This design comes from an exercise in tuning for small area, a short achievable clock period and few clock cycles per item on the open sky130 flow, not from production work.
Function not checked in this run: the RTL went through the layout flow alone.

**design.v**
```verilog
module rgb_to_hsv_pixel_top (
   input  logic        clock,
   input  logic        reset,
   input  logic        pix_valid,
   output logic        pix_ready,
   input  logic [7:0]  pix_red,
   input  logic [7:0]  pix_green,
   input  logic [7:0]  pix_blue,
   output logic        hsv_valid,
   input  logic        hsv_ready,
   output logic [14:0] hsv_hue,
   output logic [7:0]  hsv_saturation,
   output logic [7:0]  hsv_brightness,
   output logic        hsv_is_gray
);
   logic [0:0] rg_1;
   logic [0:0] rb_2;
   logic [0:0] gb_3;
   logic [0:0] isr_4;
   logic [0:0] isg_5;
   logic [1:0] sec_6;
   logic [7:0] mx_7;
   logic [7:0] md_8;
   logic [7:0] mn_9;
   logic [0:0] neg_10;
   logic v1;
   logic [1:0] s1_sec;
   logic [7:0] s1_mx;
   logic [7:0] s1_md;
   logic [7:0] s1_mn;
   logic [0:0] s1_neg;
   logic [7:0] dl_11;
   logic [7:0] d_12;
   logic [11:0] d15_13;
   logic [7:0] hR_14;
   logic [3:0] hL_15;
   logic [2:0] hL_16;
   logic [8:0] hT_17;
   logic [9:0] hD_18;
   logic [0:0] hge_19;
   logic [7:0] hR_20;
   logic [0:0] hQ_21;
   logic v2;
   logic [1:0] s2_sec;
   logic [7:0] s2_mx;
   logic [0:0] s2_neg;
   logic [7:0] s2_dl;
   logic [7:0] s2_hR;
   logic [2:0] s2_hL;
   logic [0:0] s2_hQ;
   logic [1:0] hL_22;
   logic [8:0] hT_23;
   logic [9:0] hD_24;
   logic [0:0] hge_25;
   logic [7:0] hR_26;
   logic [1:0] hQ_27;
   logic [0:0] hL_28;
   logic [8:0] hT_29;
   logic [9:0] hD_30;
   logic [0:0] hge_31;
   logic [7:0] hR_32;
   logic [2:0] hQ_33;
   logic v3;
   logic [1:0] s3_sec;
   logic [7:0] s3_mx;
   logic [0:0] s3_neg;
   logic [7:0] s3_dl;
   logic [7:0] s3_hR;
   logic [0:0] s3_hL;
   logic [2:0] s3_hQ;
   logic [8:0] hT_34;
   logic [9:0] hD_35;
   logic [0:0] hge_36;
   logic [7:0] hR_37;
   logic [3:0] hQ_38;
   logic [0:0] sb_39;
   logic [7:0] sR_40;
   logic [8:0] hT_41;
   logic [9:0] hD_42;
   logic [0:0] hge_43;
   logic [7:0] hR_44;
   logic [4:0] hQ_45;
   logic [8:0] sT_46;
   logic [9:0] sD_47;
   logic [0:0] sge_48;
   logic [7:0] sR_49;
   logic [0:0] sQ_50;
   logic [0:0] sb_51;
   logic v4;
   logic [1:0] s4_sec;
   logic [7:0] s4_mx;
   logic [0:0] s4_neg;
   logic [7:0] s4_dl;
   logic [7:0] s4_hR;
   logic [4:0] s4_hQ;
   logic [0:0] s4_sb;
   logic [7:0] s4_sR;
   logic [0:0] s4_sQ;
   logic [8:0] hT_52;
   logic [9:0] hD_53;
   logic [0:0] hge_54;
   logic [7:0] hR_55;
   logic [5:0] hQ_56;
   logic [8:0] sT_57;
   logic [9:0] sD_58;
   logic [0:0] sge_59;
   logic [7:0] sR_60;
   logic [1:0] sQ_61;
   logic [0:0] sb_62;
   logic [8:0] hT_63;
   logic [9:0] hD_64;
   logic [0:0] hge_65;
   logic [7:0] hR_66;
   logic [6:0] hQ_67;
   logic [8:0] sT_68;
   logic [9:0] sD_69;
   logic [0:0] sge_70;
   logic [7:0] sR_71;
   logic [2:0] sQ_72;
   logic [0:0] sb_73;
   logic v5;
   logic [1:0] s5_sec;
   logic [7:0] s5_mx;
   logic [0:0] s5_neg;
   logic [7:0] s5_dl;
   logic [7:0] s5_hR;
   logic [6:0] s5_hQ;
   logic [0:0] s5_sb;
   logic [7:0] s5_sR;
   logic [2:0] s5_sQ;
   logic [8:0] hT_74;
   logic [9:0] hD_75;
   logic [0:0] hge_76;
   logic [7:0] hR_77;
   logic [7:0] hQ_78;
   logic [8:0] sT_79;
   logic [9:0] sD_80;
   logic [0:0] sge_81;
   logic [7:0] sR_82;
   logic [3:0] sQ_83;
   logic [0:0] sb_84;
   logic [8:0] hT_85;
   logic [9:0] hD_86;
   logic [0:0] hge_87;
   logic [7:0] hR_88;
   logic [8:0] hQ_89;
   logic [8:0] sT_90;
   logic [9:0] sD_91;
   logic [0:0] sge_92;
   logic [7:0] sR_93;
   logic [4:0] sQ_94;
   logic [0:0] sb_95;
   logic v6;
   logic [1:0] s6_sec;
   logic [7:0] s6_mx;
   logic [0:0] s6_neg;
   logic [7:0] s6_dl;
   logic [7:0] s6_hR;
   logic [8:0] s6_hQ;
   logic [0:0] s6_sb;
   logic [7:0] s6_sR;
   logic [4:0] s6_sQ;
   logic [8:0] hT_96;
   logic [9:0] hD_97;
   logic [0:0] hge_98;
   logic [7:0] hR_99;
   logic [9:0] hQ_100;
   logic [8:0] sT_101;
   logic [9:0] sD_102;
   logic [0:0] sge_103;
   logic [7:0] sR_104;
   logic [5:0] sQ_105;
   logic [0:0] sb_106;
   logic [8:0] hT_107;
   logic [9:0] hD_108;
   logic [0:0] hge_109;
   logic [7:0] hR_110;
   logic [10:0] hQ_111;
   logic [8:0] sT_112;
   logic [9:0] sD_113;
   logic [0:0] sge_114;
   logic [7:0] sR_115;
   logic [6:0] sQ_116;
   logic [0:0] sb_117;
   logic v7;
   logic [1:0] s7_sec;
   logic [7:0] s7_mx;
   logic [0:0] s7_neg;
   logic [7:0] s7_dl;
   logic [7:0] s7_hR;
   logic [10:0] s7_hQ;
   logic [0:0] s7_sb;
   logic [7:0] s7_sR;
   logic [6:0] s7_sQ;
   logic [8:0] hT_118;
   logic [9:0] hD_119;
   logic [0:0] hge_120;
   logic [7:0] hR_121;
   logic [11:0] hQ_122;
   logic [8:0] sT_123;
   logic [9:0] sD_124;
   logic [0:0] sge_125;
   logic [7:0] sR_126;
   logic [7:0] sQ_127;
   logic [0:0] gray_128;
   logic [5:0] bh_129;
   logic [5:0] hp_130;
   logic [5:0] hn_131;
   logic [5:0] hn1_132;
   logic [0:0] nz_133;
   logic [8:0] lo_134;
   logic [5:0] hi_135;
   logic [0:0] z_136;
   logic [14:0] hue_137;
   logic [7:0] sat_138;
   logic [31:0] res_139;
   logic en;
   logic o_valid;
   logic [31:0] o_res;
   assign rg_1 = pix_red >= pix_green;
   assign rb_2 = pix_red >= pix_blue;
   assign gb_3 = pix_green >= pix_blue;
   assign isr_4 = rg_1 & rb_2;
   assign isg_5 = ~isr_4 & gb_3;
   assign sec_6 = {~isr_4 & ~isg_5, isg_5};
   assign mx_7 = isr_4 ? pix_red : (isg_5 ? pix_green : pix_blue);
   assign md_8 = isr_4 ? (gb_3 ? pix_green : pix_blue) : (isg_5 ? (rb_2 ? pix_red : pix_blue) : (rg_1 ? pix_red : pix_green));
   assign mn_9 = isr_4 ? (gb_3 ? pix_blue : pix_green) : (isg_5 ? (rb_2 ? pix_blue : pix_red) : (rg_1 ? pix_green : pix_red));
   assign neg_10 = isr_4 ? ~gb_3 : (isg_5 ? rb_2 : ~rg_1);
   assign dl_11 = s1_mx - s1_mn;
   assign d_12 = s1_md - s1_mn;
   assign d15_13 = {d_12, 4'b0000} - {4'b0000, d_12};
   assign hR_14 = d15_13[11:4];
   assign hL_15 = d15_13[3:0];
   assign hL_16 = hL_15[2:0];
   assign hT_17 = {hR_14, hL_15[3]};
   assign hD_18 = {1'b0, hT_17} - {2'b00, dl_11};
   assign hge_19 = ~hD_18[9];
   assign hR_20 = hge_19 ? hD_18[7:0] : hT_17[7:0];
   assign hQ_21 = hge_19;
   assign hL_22 = s2_hL[1:0];
   assign hT_23 = {s2_hR, s2_hL[2]};
   assign hD_24 = {1'b0, hT_23} - {2'b00, s2_dl};
   assign hge_25 = ~hD_24[9];
   assign hR_26 = hge_25 ? hD_24[7:0] : hT_23[7:0];
   assign hQ_27 = {s2_hQ, hge_25};
   assign hL_28 = hL_22[0:0];
   assign hT_29 = {hR_26, hL_22[1]};
   assign hD_30 = {1'b0, hT_29} - {2'b00, s2_dl};
   assign hge_31 = ~hD_30[9];
   assign hR_32 = hge_31 ? hD_30[7:0] : hT_29[7:0];
   assign hQ_33 = {hQ_27, hge_31};
   assign hT_34 = {s3_hR, s3_hL[0]};
   assign hD_35 = {1'b0, hT_34} - {2'b00, s3_dl};
   assign hge_36 = ~hD_35[9];
   assign hR_37 = hge_36 ? hD_35[7:0] : hT_34[7:0];
   assign hQ_38 = {s3_hQ, hge_36};
   assign sb_39 = (s3_dl[7] ^ (|s3_dl[6:0]));
   assign sR_40 = {~(s3_dl[7] ^ (|s3_dl[6:0])), ~(s3_dl[6] ^ (|s3_dl[5:0])), ~(s3_dl[5] ^ (|s3_dl[4:0])), ~(s3_dl[4] ^ (|s3_dl[3:0])), ~(s3_dl[3] ^ (|s3_dl[2:0])), ~(s3_dl[2] ^ (|s3_dl[1:0])), ~(s3_dl[1] ^ (|s3_dl[0:0])), ~s3_dl[0]};
   assign hT_41 = {hR_37, 1'b0};
   assign hD_42 = {1'b0, hT_41} - {2'b00, s3_dl};
   assign hge_43 = ~hD_42[9];
   assign hR_44 = hge_43 ? hD_42[7:0] : hT_41[7:0];
   assign hQ_45 = {hQ_38, hge_43};
   assign sT_46 = {sR_40, sb_39};
   assign sD_47 = {1'b0, sT_46} - {2'b00, s3_mx};
   assign sge_48 = ~sD_47[9];
   assign sR_49 = sge_48 ? sD_47[7:0] : sT_46[7:0];
   assign sQ_50 = sge_48;
   assign sb_51 = (s3_dl[6] ^ (|s3_dl[5:0]));
   assign hT_52 = {s4_hR, 1'b0};
   assign hD_53 = {1'b0, hT_52} - {2'b00, s4_dl};
   assign hge_54 = ~hD_53[9];
   assign hR_55 = hge_54 ? hD_53[7:0] : hT_52[7:0];
   assign hQ_56 = {s4_hQ, hge_54};
   assign sT_57 = {s4_sR, s4_sb};
   assign sD_58 = {1'b0, sT_57} - {2'b00, s4_mx};
   assign sge_59 = ~sD_58[9];
   assign sR_60 = sge_59 ? sD_58[7:0] : sT_57[7:0];
   assign sQ_61 = {s4_sQ, sge_59};
   assign sb_62 = (s4_dl[5] ^ (|s4_dl[4:0]));
   assign hT_63 = {hR_55, 1'b0};
   assign hD_64 = {1'b0, hT_63} - {2'b00, s4_dl};
   assign hge_65 = ~hD_64[9];
   assign hR_66 = hge_65 ? hD_64[7:0] : hT_63[7:0];
   assign hQ_67 = {hQ_56, hge_65};
   assign sT_68 = {sR_60, sb_62};
   assign sD_69 = {1'b0, sT_68} - {2'b00, s4_mx};
   assign sge_70 = ~sD_69[9];
   assign sR_71 = sge_70 ? sD_69[7:0] : sT_68[7:0];
   assign sQ_72 = {sQ_61, sge_70};
   assign sb_73 = (s4_dl[4] ^ (|s4_dl[3:0]));
   assign hT_74 = {s5_hR, 1'b0};
   assign hD_75 = {1'b0, hT_74} - {2'b00, s5_dl};
   assign hge_76 = ~hD_75[9];
   assign hR_77 = hge_76 ? hD_75[7:0] : hT_74[7:0];
   assign hQ_78 = {s5_hQ, hge_76};
   assign sT_79 = {s5_sR, s5_sb};
   assign sD_80 = {1'b0, sT_79} - {2'b00, s5_mx};
   assign sge_81 = ~sD_80[9];
   assign sR_82 = sge_81 ? sD_80[7:0] : sT_79[7:0];
   assign sQ_83 = {s5_sQ, sge_81};
   assign sb_84 = (s5_dl[3] ^ (|s5_dl[2:0]));
   assign hT_85 = {hR_77, 1'b0};
   assign hD_86 = {1'b0, hT_85} - {2'b00, s5_dl};
   assign hge_87 = ~hD_86[9];
   assign hR_88 = hge_87 ? hD_86[7:0] : hT_85[7:0];
   assign hQ_89 = {hQ_78, hge_87};
   assign sT_90 = {sR_82, sb_84};
   assign sD_91 = {1'b0, sT_90} - {2'b00, s5_mx};
   assign sge_92 = ~sD_91[9];
   assign sR_93 = sge_92 ? sD_91[7:0] : sT_90[7:0];
   assign sQ_94 = {sQ_83, sge_92};
   assign sb_95 = (s5_dl[2] ^ (|s5_dl[1:0]));
   assign hT_96 = {s6_hR, 1'b0};
   assign hD_97 = {1'b0, hT_96} - {2'b00, s6_dl};
   assign hge_98 = ~hD_97[9];
   assign hR_99 = hge_98 ? hD_97[7:0] : hT_96[7:0];
   assign hQ_100 = {s6_hQ, hge_98};
   assign sT_101 = {s6_sR, s6_sb};
   assign sD_102 = {1'b0, sT_101} - {2'b00, s6_mx};
   assign sge_103 = ~sD_102[9];
   assign sR_104 = sge_103 ? sD_102[7:0] : sT_101[7:0];
   assign sQ_105 = {s6_sQ, sge_103};
   assign sb_106 = (s6_dl[1] ^ (|s6_dl[0:0]));
   assign hT_107 = {hR_99, 1'b0};
   assign hD_108 = {1'b0, hT_107} - {2'b00, s6_dl};
   assign hge_109 = ~hD_108[9];
   assign hR_110 = hge_109 ? hD_108[7:0] : hT_107[7:0];
   assign hQ_111 = {hQ_100, hge_109};
   assign sT_112 = {sR_104, sb_106};
   assign sD_113 = {1'b0, sT_112} - {2'b00, s6_mx};
   assign sge_114 = ~sD_113[9];
   assign sR_115 = sge_114 ? sD_113[7:0] : sT_112[7:0];
   assign sQ_116 = {sQ_105, sge_114};
   assign sb_117 = s6_dl[0];
   assign hT_118 = {s7_hR, 1'b0};
   assign hD_119 = {1'b0, hT_118} - {2'b00, s7_dl};
   assign hge_120 = ~hD_119[9];
   assign hR_121 = hge_120 ? hD_119[7:0] : hT_118[7:0];
   assign hQ_122 = {s7_hQ, hge_120};
   assign sT_123 = {s7_sR, s7_sb};
   assign sD_124 = {1'b0, sT_123} - {2'b00, s7_mx};
   assign sge_125 = ~sD_124[9];
   assign sR_126 = sge_125 ? sD_124[7:0] : sT_123[7:0];
   assign sQ_127 = {s7_sQ, sge_125};
   assign gray_128 = ~|s7_dl;
   assign bh_129 = (s7_sec == 2'd1) ? 6'd15 : (s7_sec == 2'd2) ? 6'd30 : (s7_neg ? 6'd45 : 6'd0);
   assign hp_130 = bh_129 + {3'b000, hQ_122[11:9]};
   assign hn_131 = bh_129 - {3'b000, hQ_122[11:9]};
   assign hn1_132 = bh_129 - {3'b000, hQ_122[11:9]} - 6'd1;
   assign nz_133 = |hQ_122[8:0];
   assign lo_134 = {hQ_122[8] ^ (s7_neg & (|hQ_122[7:0])), hQ_122[7] ^ (s7_neg & (|hQ_122[6:0])), hQ_122[6] ^ (s7_neg & (|hQ_122[5:0])), hQ_122[5] ^ (s7_neg & (|hQ_122[4:0])), hQ_122[4] ^ (s7_neg & (|hQ_122[3:0])), hQ_122[3] ^ (s7_neg & (|hQ_122[2:0])), hQ_122[2] ^ (s7_neg & (|hQ_122[1:0])), hQ_122[1] ^ (s7_neg & (|hQ_122[0:0])), hQ_122[0]};
   assign hi_135 = s7_neg ? (nz_133 ? hn1_132 : hn_131) : hp_130;
   assign z_136 = gray_128 | (((s7_sec == 2'd0) & s7_neg) & ~nz_133 & ~|hQ_122[11:9]);
   assign hue_137 = z_136 ? 15'd0 : {hi_135, lo_134};
   assign sat_138 = gray_128 ? 8'd0 : sQ_127;
   assign res_139 = {hue_137, sat_138, s7_mx, gray_128};
   always_ff @(posedge clock) begin
      if (reset) v1 <= 1'b0;
      else if (en) v1 <= pix_valid;
   end
   always_ff @(posedge clock) begin
      if (en) begin
         s1_sec <= sec_6;
         s1_mx <= mx_7;
         s1_md <= md_8;
         s1_mn <= mn_9;
         s1_neg <= neg_10;
      end
   end
   always_ff @(posedge clock) begin
      if (reset) v2 <= 1'b0;
      else if (en) v2 <= v1;
   end
   always_ff @(posedge clock) begin
      if (en) begin
         s2_sec <= s1_sec;
         s2_mx <= s1_mx;
         s2_neg <= s1_neg;
         s2_dl <= dl_11;
         s2_hR <= hR_20;
         s2_hL <= hL_16;
         s2_hQ <= hQ_21;
      end
   end
   always_ff @(posedge clock) begin
      if (reset) v3 <= 1'b0;
      else if (en) v3 <= v2;
   end
   always_ff @(posedge clock) begin
      if (en) begin
         s3_sec <= s2_sec;
         s3_mx <= s2_mx;
         s3_neg <= s2_neg;
         s3_dl <= s2_dl;
         s3_hR <= hR_32;
         s3_hL <= hL_28;
         s3_hQ <= hQ_33;
      end
   end
   always_ff @(posedge clock) begin
      if (reset) v4 <= 1'b0;
      else if (en) v4 <= v3;
   end
   always_ff @(posedge clock) begin
      if (en) begin
         s4_sec <= s3_sec;
         s4_mx <= s3_mx;
         s4_neg <= s3_neg;
         s4_dl <= s3_dl;
         s4_hR <= hR_44;
         s4_hQ <= hQ_45;
         s4_sb <= sb_51;
         s4_sR <= sR_49;
         s4_sQ <= sQ_50;
      end
   end
   always_ff @(posedge clock) begin
      if (reset) v5 <= 1'b0;
      else if (en) v5 <= v4;
   end
   always_ff @(posedge clock) begin
      if (en) begin
         s5_sec <= s4_sec;
         s5_mx <= s4_mx;
         s5_neg <= s4_neg;
         s5_dl <= s4_dl;
         s5_hR <= hR_66;
         s5_hQ <= hQ_67;
         s5_sb <= sb_73;
         s5_sR <= sR_71;
         s5_sQ <= sQ_72;
      end
   end
   always_ff @(posedge clock) begin
      if (reset) v6 <= 1'b0;
      else if (en) v6 <= v5;
   end
   always_ff @(posedge clock) begin
      if (en) begin
         s6_sec <= s5_sec;
         s6_mx <= s5_mx;
         s6_neg <= s5_neg;
         s6_dl <= s5_dl;
         s6_hR <= hR_88;
         s6_hQ <= hQ_89;
         s6_sb <= sb_95;
         s6_sR <= sR_93;
         s6_sQ <= sQ_94;
      end
   end
   always_ff @(posedge clock) begin
      if (reset) v7 <= 1'b0;
      else if (en) v7 <= v6;
   end
   always_ff @(posedge clock) begin
      if (en) begin
         s7_sec <= s6_sec;
         s7_mx <= s6_mx;
         s7_neg <= s6_neg;
         s7_dl <= s6_dl;
         s7_hR <= hR_110;
         s7_hQ <= hQ_111;
         s7_sb <= sb_117;
         s7_sR <= sR_115;
         s7_sQ <= sQ_116;
      end
   end
   logic k_valid;
   logic [31:0] k_res;
   assign en = ~k_valid;
   always_ff @(posedge clock) begin
      if (reset) begin
         o_valid <= 1'b0;
         k_valid <= 1'b0;
      end else begin
         if (~o_valid | hsv_ready) o_valid <= k_valid | v7;
         if (k_valid) k_valid <= ~hsv_ready;
         else         k_valid <= v7 & o_valid & ~hsv_ready;
      end
   end
   always_ff @(posedge clock) begin
      if (~o_valid | hsv_ready) o_res <= k_valid ? k_res : res_139;
      if (~k_valid) k_res <= res_139;
   end
   assign pix_ready = en;
   assign hsv_valid      = o_valid;
   assign hsv_hue        = o_res[31:17];
   assign hsv_saturation = o_res[16:9];
   assign hsv_brightness = o_res[8:1];
   assign hsv_is_gray    = o_res[0];
endmodule
```
**run.sh**
```bash
#!/bin/bash
# synth_recipe.tcl (not shown) runs the flow's synth.tcl, then flattens the netlist and writes it again
# the make line also repeats each setting of config.mk as NAME=value (left out here)
make -C /OpenROAD-flow-scripts/flow DESIGN_CONFIG=/design/flow/config.mk WORK_HOME=/design/flow/orfs CLKGATE_MAP_FILE= SYNTH_SCRIPT=/design/flow/synth_recipe.tcl finish
```
**config.mk**
```make
export PLATFORM = sky130hd
export DESIGN_NAME = rgb_to_hsv_pixel_top
export DESIGN_NICKNAME = rgb_to_hsv_pixel_top
export VERILOG_FILES = /design/flow/design.v
export SDC_FILE = /design/flow/constraint.sdc
export NUM_CORES = 4
export LEC_CHECK = 0
export ABC_AREA = 1
export CAP_MARGIN = 20
export CORE_MARGIN = 2
export CORE_UTILIZATION = 40
export CTS_CLUSTER_DIAMETER = 80
export CTS_CLUSTER_SIZE = 24
export SETUP_SLACK_MARGIN = 5
export SLEW_MARGIN = 20
export TNS_END_PERCENT = 10
```
**constraint.sdc**
```tcl
create_clock -name core_clock -period 8.5 [get_ports {clock}]
set_input_delay 1.7000 -clock core_clock [delete_from_list [all_inputs] [get_ports {clock}]]
set_output_delay 1.7000 -clock core_clock [all_outputs]
set_load 0.01 [all_outputs]
```
==> run_results.csv <==
group,metric,value,unit
floorplanning,design.core.area,0.05287,mm^2
critical_path,criticalPathCategory,"reg2reg",
worst_hold_path,min_path_type,"reg2reg",
drt,wl_per_cell,14.65,um
logic_synthesis,ys.flop_type,"edfxtp_1",
critical_path,endpoint_kind,"register",
clock_tree,cts.root.buffer_cell,"clkbuf_16",
placement,pre_cts_ws,3.907,ns
timing,min_period,3.665,ns
finish,area_growth_synth_to_finish,16.35,%
finish,final_net_count,2654,
logic_synthesis,yosysWarnings,1,
clock_tree,clk_pin_slew_worst_paths,0.09,ns
global_routing,vias_in_the_first_global_route,15624,
critical_path,cp.arrival,3.97,ns
placement,hpwl,33.54,mm
floorplanning,design.die.area,0.05562,mm^2
logic_synthesis,synthDistinctLibCells,56,
logic_synthesis,async_flop_share,0,%
timing,hold_violations,0,
logic_synthesis,number_of_enable_type_register_cells_in_the_synthesized_netlist,312,
drt,drt-vias-per-instance,5.051,
logic_synthesis,netlist_area,0.02150,mm^2
finish,insertedDiodeCount,0,
timing,rsz_0062_raised_after_global_routing,"true",
logic_synthesis,synth_top_area_share,43.58,%
global_routing,antenna_found_initial,0,
clock_tree,post_cts_hold_buffer_count,0,
timing,clock_skew,0.02373,ns
timing,setup_tns,0,ns
clock_tree,ctsHtreeMaxLevel,1,
floorplanning,initial_utilization,40.67,%
drt,postRouteAntennaNets,0,
logic_synthesis,postSynthCellCount,2256,
placement,placed_inst_area,0.02284,mm^2
logic_synthesis,part_of_the_yosys_area_used_for_sequential_elements,47.39,%
drt,via_count,15649,
run,cap_violations,0,
floorplanning,core.rowCount,84,
floorplanning,floorplan.die.width,235.8,um
logic_synthesis,average_cell_area_after_synthesis,9.530,um^2
drt,drc,0,
placement,gpl.final_weighted_congestion,0.8718,
global_routing,grt_overflow,0,
global_routing,grt_max_degree,85,
timing,layout_worst_path_cycle_share,43.12,%
floorplanning,boundaryPins,62,
global_routing,grt_pass1_wl,73.84,mm
clock_tree,cts_tree,"done",
run_status,outcome,"complete, no violations",
critical_path,crit_path_max_fanout,3,
timing,count_of_endpoints_failing_setup_in_the_final_report,0,
logic_synthesis,synth.ff_latch_count,353,
clock_tree,cts_buffer_depth,3,
finish,utilization,47.32,%
timing,worst_slew_margin_rel,31.99,%
finish,layout-drive-gt1-share,13.32,%
floorplanning,die_height,235.8,um
drt,drt_pass1_iterations,5,
critical_path,cp-start-kind,"register",
critical_path,critPathRequiredTime,8.81,ns
timing,slew_viol_final,0,
clock_tree,clk_latency,0.56,ns
timing,post_route_worst_setup_slack,4.835,ns
drt,drt_iter0_drc,869,
global_routing,globalRouteTotalUtil,15.84,%
placement,portBuffers,61,
logic_synthesis,postSynthNetCount,2515,
clock_tree,tritoncts_num_sinks,353,
logic_synthesis,yosys.area.top_type,"edfxtp_1",
clock_tree,clock_buffers_created_by_tritoncts,22,
finish,postLayoutCellArea,0.02502,mm^2
timing,clock.fmax,272.9,MHz
drt,routed_wirelength,45.39,mm
logic_synthesis,synthTopCellsByArea,"edfxtp_1 44%, ha_1 12%, nand2_1 7.6%, inv_1 5.3%, a21oi_1 4.3%",
timing,fin_worst_hold_slack,0.4019,ns
timing,pin_slew_with_the_least_headroom_to_its_limit,1.020,ns
-- critical path: stages (launching register included) --
cell	delay (ns)
edfxtp_1	0.44
ha_4	0.20
fa_2	0.37
inv_2	0.08
nand3_2	0.07
nand3b_1	0.10
nand2_2	0.08
ha_4	0.30
nand3_4	0.09
o21ai_4	0.08
xnor2_2	0.15
ha_4	0.25
a21oi_4	0.11
o21ai_2	0.08
buf_4	0.14
buf_4	0.12
buf_4	0.12
buf_4	0.12
buf_4	0.12
buf_4	0.12
xor2_1	0.13
nand2_1	0.06
nand2_1	0.05
-- final timing paths --
path | startpoint | to | slack [ns] | cells after the start
setup / recovery | s1_mn[0] | s2_hR[3] | 4.84 | 22
setup reg to reg | s1_mn[0] | s2_hR[3] | 4.84 | 22
hold reg to reg | s4_hQ[1] | s5_hQ[3] | 0.40 | 0
hold / removal | s4_hQ[1] | s5_hQ[3] | 0.40 | 0
-- Yosys cell counts, drive strengths merged (18+ instances only) --
master	number
nand2	452
inv	317
edfxtp	312
ha	212
a21oi	194
o21ai	183
nor2	126
nand3	112
xor2	73
xnor2	42
dfxtp	41
nand4	27
buf	20
fa	19
clkbuf	18
-- cells in the final DEF (no fill, tap or decap), types with 6 or more instances in the layout --
cell,instances
a21oi_1,169
a21oi_2,19
a21oi_4,6
a22o_1,8
buf_4,78
clkbuf_16,23
clkdlybuf4s50_1,60
dfxtp_1,41
edfxtp_1,312
fa_1,18
ha_1,189
ha_4,21
inv_1,288
inv_2,26
nand2_1,412
nand2_2,28
nand2_4,12
nand3_1,95
nand3_2,11
nand3_4,12
nand3b_1,8
nand4_1,27
nor2_1,112
nor2_4,10
nor3_1,9
o211ai_1,14
o21a_1,7
o21ai_0,139
o21ai_1,26
o21ai_2,16
o21bai_1,6
o31ai_1,7
or2_2,7
xnor2_1,40
xor2_1,71
-- flip-flops by register name (all words and copies together), names as in the netlist, 9 cells and up --
register / count
k_res: 32
o_res: 32
s7_hQ: 11
s6_hQ: 9
-- through the flow --
step	std cells
after CTS	3036
final	3098
after global routing	3098
after detailed placement	2975
after global placement	2975
after floorplan	2256
-- area by class of cell --
class	count	area [um^2]
clock buffers	28	594.3
flip-flops and latches	353	10190
clock inverters	11	160.2
inverters	320	1237
multi-input cells	1552	10660
fillers	4842	27850
repair buffers	146	1313
well taps	688	860.8
-- layer usage --
metal,wire length [um],global-route usage [%],up-vias,share of wire [%]
li1,-,-,8001,-
met1,19250,18.36,7343,42
met2,23720,30.35,232,52
met3,1105,1.744,73,2.4
met4,1318,4.787,0,2.9
met5,0,0,-,0
-- cell families after synthesis --
group	Yosys count	share of synthesized area, %
muxes	1	0.05237
adders and majority gates	231	14.11
and+or+nand+nor	756	15.63
buffers and inverters	358	6.558
DFF	353	47.39
AOI/OAI and AO/OA	442	11.50
xor gates and xnor gates	115	4.754
-- timing repair --
item,in CTS,in global routing
setup endpoints to repair,101,117
gates cloned,2,5
pin swaps,28,49
gates resized for setup,56,111
buffers inserted,20,57

-- re-timing with driven ports --
In the flow no input, the clock included, has a driving cell. The finished layout below was timed again as built, in two steps.
Step 1: set_driving_cell puts a clkbuf_16 on clock and a buf_2 on each other input, an assumption about the parent block.
Step 2 adds t to the input delays and takes it off the output delays; t is the mean of the earliest and latest rising clock arrival at the registers after step 1. Input paths then give back, and output paths get back, about the clock's delay inside the block.
Three values: no drivers, after step 1, after step 2; two values: the first two.
t (ns): 0.609
setup WS [ns]: 4.835 / 4.835 / 4.298
hold WS [ns]: 0.402 / 0.402 / 0.402
After both steps this run still meets setup and hold. For this run, drivers alone change the setup slack by 0.000 ns; drivers and shift together by -0.537 ns.
